Source: an optimization exercise on an open RTL-to-GDS flow (aim: small area and a short achievable clock period). Production flows keep margins and buffers that such runs may drop. Function was checked by simulation only, so behaviour that the tests miss may differ from the original. Power and IR drop assume default switching activity.

## before
Design platform_interrupt_controller, start of the top module:
module platform_interrupt_controller #(
   parameter int NUM_HARTS   = plic_pkg::DEF_NUM_HARTS,
   parameter int NUM_SOURCES = plic_pkg::DEF_NUM_SOURCES
) (
   input  logic                             clock,
   input  logic                             reset,
   input  logic                             start,
   output logic                             busy,
   input  logic [plic_pkg::CMD_W-1:0]       req_command,
   input  logic [plic_pkg::OFFSET_W-1:0]    req_offset,
   input  logic [plic_pkg::DATA_W-1:0]      req_write_data,
   input  logic [plic_pkg::SRC_W-1:0]       req_irq_source,
   input  logic                             req_irq_level,
   output logic                             rsp_strobe,
   output logic [plic_pkg::DATA_W-1:0]      rsp_read_data,
   output logic                             rsp_access_error,
   output logic [plic_pkg::LINE_W-1:0]      rsp_supervisor_lines,
   output logic [plic_pkg::LINE_W-1:0]      rsp_machine_lines,
   input  logic                             csr_write_enable,
   input  logic [plic_pkg::HARTS_W-1:0]     csr_write_data
);
clock: 5.5 ns
lec_check: 0
cap_margin: 20
core_margin: 2
core_utilization: 65
cts_cluster_diameter: 60
cts_cluster_size: 30
setup_slack_margin: 3.3
slew_margin: 20
synth_hierarchical: 1
standard.sh (not shown) runs the stock make flow with config.mk's settings and CLKGATE_MAP_FILE= SYNTH_SCRIPT=/design/flow/synth_recipe.tcl, a recipe that flattens the netlist after the stock synthesis.
==> flow/flow/run.sh <==
#!/bin/bash
# The standard layout (standard.sh: the standard flow's synthesis, floorplan, placement,
# CTS, routing), with two changes to how it is made:
#  - CTS adds no dummy loads to balance its clusters;
#  - port buffers are buf_1 instead of the delay cells buffer_ports picks.
# ORFS writes each step's full log under orfs/logs/; make's own output goes
# to standard_flow.log here.
set -euo pipefail
WORK="$(cd "$(dirname "${BASH_SOURCE[0]}")/.." && pwd)"
cd "$WORK"
bash standard.sh \
  "CTS_ARGS=-sink_clustering_enable -repair_clock_nets -sink_clustering_size 30 -sink_clustering_max_diameter 60 -dont_use_dummy_load" \
  "BUFFER_PORTS_ARGS=-buffer_cell sky130_fd_sc_hd__buf_1" \
  finish > "$WORK/standard_flow.log" 2>&1
test -f "$WORK/out/final.def"
Changes in after relative to before:
--- a/flow/design.v
+++ b/flow/design.v
@@ -66,30 +66,16 @@
    logic [SRC_W-1:0]       q_ridx;        
    logic [2:0]             q_ctx;         
    logic [DATA_W-1:0]      q_wdata;
    logic                   rsp_strobe_ff;
    logic [DATA_W-1:0]      rsp_read_data_ff;
    logic                   rsp_access_error_ff;
    logic [LINE_W-1:0]      rsp_sup_ff;
    logic [LINE_W-1:0]      rsp_mach_ff;
-   logic                   hart_ok;
-   logic [NUM_CTX-1:0]     en_we;
-   logic [NUM_SOURCES-1:1] elig;          
-   logic [NUM_SOURCES-1:1] first;         
-   logic [SRC_W-1:0]       take_id;
-   logic [NUM_CTX:0]       any_line;      
-   logic [DATA_W-1:0]      rd_data;
-   logic [NUM_CTX-1:0]     en_rd_sel;     
-   logic [SRC_W-1:0]       rd_low;        
-   logic [SRC_W-1:0]       rd_low_n;
-   logic [NUM_CTX-1:0]     line_keep;     
-   logic [NUM_CTX-1:0]     line_new;      
-   logic [NUM_CTX-1:0]     ctx_line;
-   logic [LINE_W-1:0]      sup, mach;
    assign busy = 1'b0;
    logic is_rd, is_wr, is_lvl;
    logic r_prio, r_pend, r_en, r_ctx, w_thr, w_claim;
    logic do_compl, do_claim, ctx_w1;
    logic [NUM_HARTS-1:0] hart_on_next;
    logic [NUM_CTX-1:0]   en_valid_next;
    always_comb begin
       is_rd   = start & (req_command == CMD_READ);
@@ -120,32 +106,40 @@
                        hart_on_next[c/2] & en_valid_next[c];
       q_err     <= (is_wr & r_pend) | (is_wr & r_ctx & ~w_thr & ~w_claim) |
                    ((is_rd | is_wr) & ~r_prio & ~r_pend & ~r_en & ~r_ctx);
       q_idx     <= r_prio ? req_offset[6:2] : '0;
       q_ridx    <= req_offset[6:2];
       q_ctx     <= req_offset[9:7];
       q_wdata   <= req_write_data;
    end
+   logic                   hart_ok;
+   logic [NUM_CTX-1:0]     en_we;
+   logic [NUM_SOURCES-1:1] elig;          
+   logic [NUM_SOURCES-1:1] first;         
+   logic [SRC_W-1:0]       take_id;
    always_comb begin
       hart_ok = hart_on_ff[q_ctx[2:1]];
       for (int c = 0; c < NUM_CTX; c++)
          en_we[c] = q_en_wr & hart_ok & (q_ctx == 3'(c));
       take_id = '0;
       for (int i = 1; i < NUM_SOURCES; i++)
          if (q_take[i]) take_id = take_id | SRC_W'(i);
    end
    for (genvar i = 1; i < NUM_SOURCES; i++) begin : g_elig
       plic_elig u_elig   (.p(pending_ff[i]), .c(claimed_ff[i]), .t(q_take[i]), .e(elig[i]));
    end
    plic_first #(.N(NUM_SOURCES-1)) u_first (.e(elig), .f(first));
-   for (genvar c = 0; c < NUM_CTX; c++) begin : g_line
-      plic_or_and31 u_or (.a(elig), .b(enable_ff[c][NUM_SOURCES-1:1]), .y(any_line[c]));
+   logic [NUM_CTX:0] any_line;    
+   for (genvar c = 0; c <= NUM_CTX; c++) begin : g_line
+      plic_or_and31 u_or (.a(elig),
+                          .b(c < NUM_CTX ? enable_ff[c % NUM_CTX][NUM_SOURCES-1:1]
+                                         : q_wdata[NUM_SOURCES-1:1]),
+                          .y(any_line[c]));
    end
-   plic_or_and31 u_or_wdata (.a(elig), .b(q_wdata[NUM_SOURCES-1:1]), .y(any_line[NUM_CTX]));
    plic_line_gate #(.NUM_CTX(NUM_CTX)) u_line_gate (
       .rst_q(rst_q), .hart_on(hart_on_ff), .en_valid(en_valid_ff), .en_wr(q_en_wr),
       .ctx(q_ctx), .keep(line_keep), .new_data(line_new));
    for (genvar c = 0; c < NUM_CTX; c++) begin : g_ctx_line
       plic_ao22 u (.a0(line_keep[c]), .b0(any_line[c]), .a1(line_new[c]), .b1(any_line[NUM_CTX]),
                    .y(ctx_line[c]));
    end
    for (genvar b = 0; b < DATA_W; b++) begin : g_rd
@@ -184,16 +178,24 @@
             prio_ff[i] <= q_wdata[PRIO_W-1:0] & {PRIO_W{~rst_q}};
       for (int c = 0; c < NUM_CTX; c++) begin
          if (en_we[c]) enable_ff[c] <= q_wdata;
          if (rst_q) en_valid_ff[c] <= 1'b0;
          else if (en_we[c]) en_valid_ff[c] <= 1'b1;
       end
       hart_on_ff <= hart_on_next;
    end
+   logic [DATA_W-1:0]      rd_data;
+   logic [NUM_CTX-1:0]     en_rd_sel;     
+   logic [SRC_W-1:0]       rd_low;        
+   logic [SRC_W-1:0]       rd_low_n;
+   logic [NUM_CTX-1:0]     line_keep;     
+   logic [NUM_CTX-1:0]     line_new;      
+   logic [NUM_CTX-1:0]     ctx_line;
+   logic [LINE_W-1:0]      sup, mach;
    always_comb begin
       for (int c = 0; c < NUM_CTX; c++)
          en_rd_sel[c] = q_en_rd[c];
       rd_low = take_id;
       if (q_prio_rd) rd_low = rd_low | SRC_W'(prio_ff[q_ridx]);
       rd_low_n = ~rd_low;
       for (int h = 0; h < NUM_HARTS; h++) begin
          sup[h]  = ctx_line[2*h];
[summary]
Both conditions hold for after: the flow ran to the end and the final layout passed the timing, DRC and antenna checks.
before finished every stage and its layout cleared the timing, DRC and antenna checks.
Taking before as the reference point, the combinational logic power of after falls by about 2%.
On setup slack after layout, after does worse than before.
Power delta (after -> before): insignificant
Die area for after: about 0.3% down relative to before
In terms of part of the power in combinational logic, after and before differ only marginally.
~same sequential power in before and after
| final area | lower: after |
Compared with before, non-clock buffer count in after decreased by a few percent.
Comparing before and after, the higher via count of the first global-routing pass was measured on before.
after does worse than before on achievable frequency.
Measured against each other, before and after differ in number of detailed-route iterations in the first pass, the higher figure coming from before.


== run 1 ==
platform_interrupt_controller, a different RTL version from the one above (not shown whole).
For scale: roughly 1700 cells after synthesis, roughly 120 I/O pins, ~0.024 mm2 of cells after synthesis.
clock: 5.5 ns
lec_check: 0
cap_margin: 20
core_margin: 2
core_utilization: 40
setup_slack_margin: 3.3
slew_margin: 20
synth_hierarchical: 1
run.sh (not shown) runs the stock make flow with config.mk's settings and CLKGATE_MAP_FILE= SYNTH_SCRIPT=/design/flow/synth_recipe.tcl, a recipe that flattens the netlist after the stock synthesis.
Stock flow here: none of the scripts above is used.
No stage failed in run 1, and the final checks on the layout all came back clean.
#### Input delta (run 2 over run 1)
--- a/flow/design.v
+++ b/flow/design.v
@@ -123,20 +123,38 @@
       plic_elig u_elig_l (.p(pending_ff[i]), .c(claimed_ff[i]), .t(take[i]), .e(elig_l[i]));
    end
    plic_first #(.N(NUM_SOURCES-1)) u_first (.e(elig), .f(first));
    logic [NUM_CTX:0] any_line;    
    for (genvar c = 0; c <= NUM_CTX; c++) begin : g_line
       plic_or_and31 u_or (.a(elig_l),
                           .b(c < NUM_CTX ? enable_ff[c % NUM_CTX][NUM_SOURCES-1:1]
                                          : q_wdata[NUM_SOURCES-1:1]),
                           .y(any_line[c]));
    end
+   for (genvar b = 0; b < DATA_W; b++) begin : g_rd
+      logic [NUM_CTX:0] rd_s, rd_d;
+      for (genvar c = 0; c < NUM_CTX; c++) begin : g_c
+         assign rd_s[c] = en_rd_sel[c];
+         assign rd_d[c] = enable_ff[c][b];
+      end
+      assign rd_s[NUM_CTX] = q_pend_rd;
+      if (b == 0) begin : g_p0
+         assign rd_d[NUM_CTX] = 1'b0;
+      end else begin : g_p
+         assign rd_d[NUM_CTX] = pending_ff[b];
+      end
+      if (b < SRC_W) begin : g_x
+         plic_ao9x u (.s(rd_s), .d(rd_d), .xn(rd_low_n[b]), .y(rd_data[b]));
+      end else begin : g_n
+         plic_ao9 u (.s(rd_s), .d(rd_d), .y(rd_data[b]));
+      end
+   end
    always_ff @(posedge clock) begin
       next_ff <= first;
       for (int i = 1; i < NUM_SOURCES; i++) begin
          if (is_lvl && req_irq_source == SRC_W'(i))
             pending_ff[i] <= req_irq_level;
          else if (rst_q || take[i])
             pending_ff[i] <= 1'b0;
          if (rst_q || (do_compl && req_write_data[SRC_W-1:0] == SRC_W'(i)))
             claimed_ff[i] <= 1'b0;
          else if (take[i])
@@ -150,28 +168,32 @@
          if (rst_q) en_valid_ff[c] <= 1'b0;
          else if (en_we[c]) en_valid_ff[c] <= 1'b1;
       end
       if (reset)
          hart_on_ff <= NUM_HARTS'(1);
       else if (csr_write_enable)
          for (int h = 0; h < NUM_HARTS; h++)
             hart_on_ff[h] <= (csr_write_data > HARTS_W'(h));
    end
    logic [DATA_W-1:0]      rd_data;
+   logic [NUM_CTX-1:0]     en_rd_sel;     
+   logic [SRC_W-1:0]       rd_low;        
+   logic [SRC_W-1:0]       rd_low_n;
    logic                   wdata_line;
    logic [NUM_CTX-1:0]     ctx_line;
    logic [LINE_W-1:0]      sup, mach;
    always_comb begin
-      rd_data = DATA_W'(take_id);
-      if (q_prio_rd) rd_data = rd_data | DATA_W'(prio_ff[q_idx]);
-      if (q_pend_rd) rd_data = rd_data | {pending_ff, 1'b0};
-      if (q_en_rd && hart_ok && en_valid_ff[q_ctx]) rd_data = rd_data | enable_ff[q_ctx];
+      for (int c = 0; c < NUM_CTX; c++)
+         en_rd_sel[c] = q_en_rd & hart_ok & en_valid_ff[c] & (q_ctx == 3'(c));
+      rd_low = take_id;
+      if (q_prio_rd) rd_low = rd_low | SRC_W'(prio_ff[q_idx]);
+      rd_low_n = ~rd_low;
       wdata_line = any_line[NUM_CTX];
       for (int c = 0; c < NUM_CTX; c++)
          ctx_line[c] = en_we[c] ? wdata_line : (en_valid_ff[c] & any_line[c]);
       for (int h = 0; h < NUM_HARTS; h++) begin
          sup[h]  = ~rst_q & hart_on_ff[h] & ctx_line[2*h];
          mach[h] = ~rst_q & hart_on_ff[h] & ctx_line[2*h+1];
       end
    end
    always_ff @(posedge clock) begin
       rsp_strobe_ff       <= q_valid;
@@ -246,10 +268,33 @@
       plic_aoi22 u (.a0(a[2*k+1]), .b0(b[2*k+1]), .a1(a[2*k+2]), .b1(b[2*k+2]), .y(l1[k]));
    end
    plic_nand2 u_l1_last (.a(a[31]), .b(b[31]), .y(l1[15]));
    for (genvar k = 0; k < 4; k++) begin : g_l2
       plic_nand4 u (.a(l1[4*k]), .b(l1[4*k+1]), .c(l1[4*k+2]), .d(l1[4*k+3]), .y(l2[k]));
    end
    plic_nor2 u_l3a (.a(l2[0]), .b(l2[1]), .y(l3[0]));
    plic_nor2 u_l3b (.a(l2[2]), .b(l2[3]), .y(l3[1]));
    plic_nand2 u_l4 (.a(l3[0]), .b(l3[1]), .y(y));
 endmodule
+module plic_aoi222 (input logic a0, input logic b0, input logic a1, input logic b1,
+                    input logic a2, input logic b2, output logic y);
+   assign y = ~((a0 & b0) | (a1 & b1) | (a2 & b2));
+endmodule
+module plic_nand3 (input logic a, input logic b, input logic c, output logic y);
+   assign y = ~(a & b & c);
+endmodule
+module plic_ao9 (input logic [8:0] s, input logic [8:0] d, output logic y);
+   logic [2:0] t;
+   for (genvar k = 0; k < 3; k++) begin : g_t
+      plic_aoi222 u (.a0(s[3*k]), .b0(d[3*k]), .a1(s[3*k+1]), .b1(d[3*k+1]),
+                     .a2(s[3*k+2]), .b2(d[3*k+2]), .y(t[k]));
+   end
+   plic_nand3 u_y (.a(t[0]), .b(t[1]), .c(t[2]), .y(y));
+endmodule
+module plic_ao9x (input logic [8:0] s, input logic [8:0] d, input logic xn, output logic y);
+   logic [2:0] t;
+   for (genvar k = 0; k < 3; k++) begin : g_t
+      plic_aoi222 u (.a0(s[3*k]), .b0(d[3*k]), .a1(s[3*k+1]), .b1(d[3*k+1]),
+                     .a2(s[3*k+2]), .b2(d[3*k+2]), .y(t[k]));
+   end
+   plic_nand4 u_y (.a(t[0]), .b(t[1]), .c(t[2]), .d(xn), .y(y));
+endmodule
### Flow results
Run 1 has a higher multi-input gate count than run 2. Run 2 vs run 1 — sequential cell fraction of total power rose 2.3 points. Run 2 vs run 1: share of the clock period used by the worst path after layout up in run 2. NOTE: area after synthesis in run 2 falls short of that of run 1. Against run 1, run 2 reports a share of the final layout cell area in multi-input gates that is lower. Post-layout minimum cycle time delta for run 2 relative to run 1: 0.040 ns higher.

-- static timing again, ports no longer ideal --
No port has a modelled driver above. Below, the same layouts with a new extraction and two added sets of constraints. Step 1: set_driving_cell puts a clkbuf_16 on clock and a buf_2 on each other input, an assumption about the parent block. Step 2 times the ports against the registers' clock, not the clock port: input delays grow and output delays shrink by t, the midpoint of the rising clock arrivals with the driver on. Slacks: no drivers / after step 1 / after step 2; pairs: no drivers / after step 1.
run | t (ns) | setup slack, ns | worst setup path at the end | slew at the worst register clock pin (ns)
before | 0.613 | 3.282 / 3.268 / 2.750 | input to register | 0.10 / 0.10
after | 0.605 | 3.271 / 3.271 / 2.749 | input to register | 0.11 / 0.11
run 1 | 0.675 | 3.284 / 3.260 / 2.672 | input to register | 0.07 / 0.07
run 2 | 0.676 | 3.244 / 3.244 / 2.630 | input to register | 0.06 / 0.06
After both steps setup and hold are still met in every run listed. The setup slack of run 2, which loses most, moves by 0.000 ns with the drivers and by -0.614 ns with both steps.
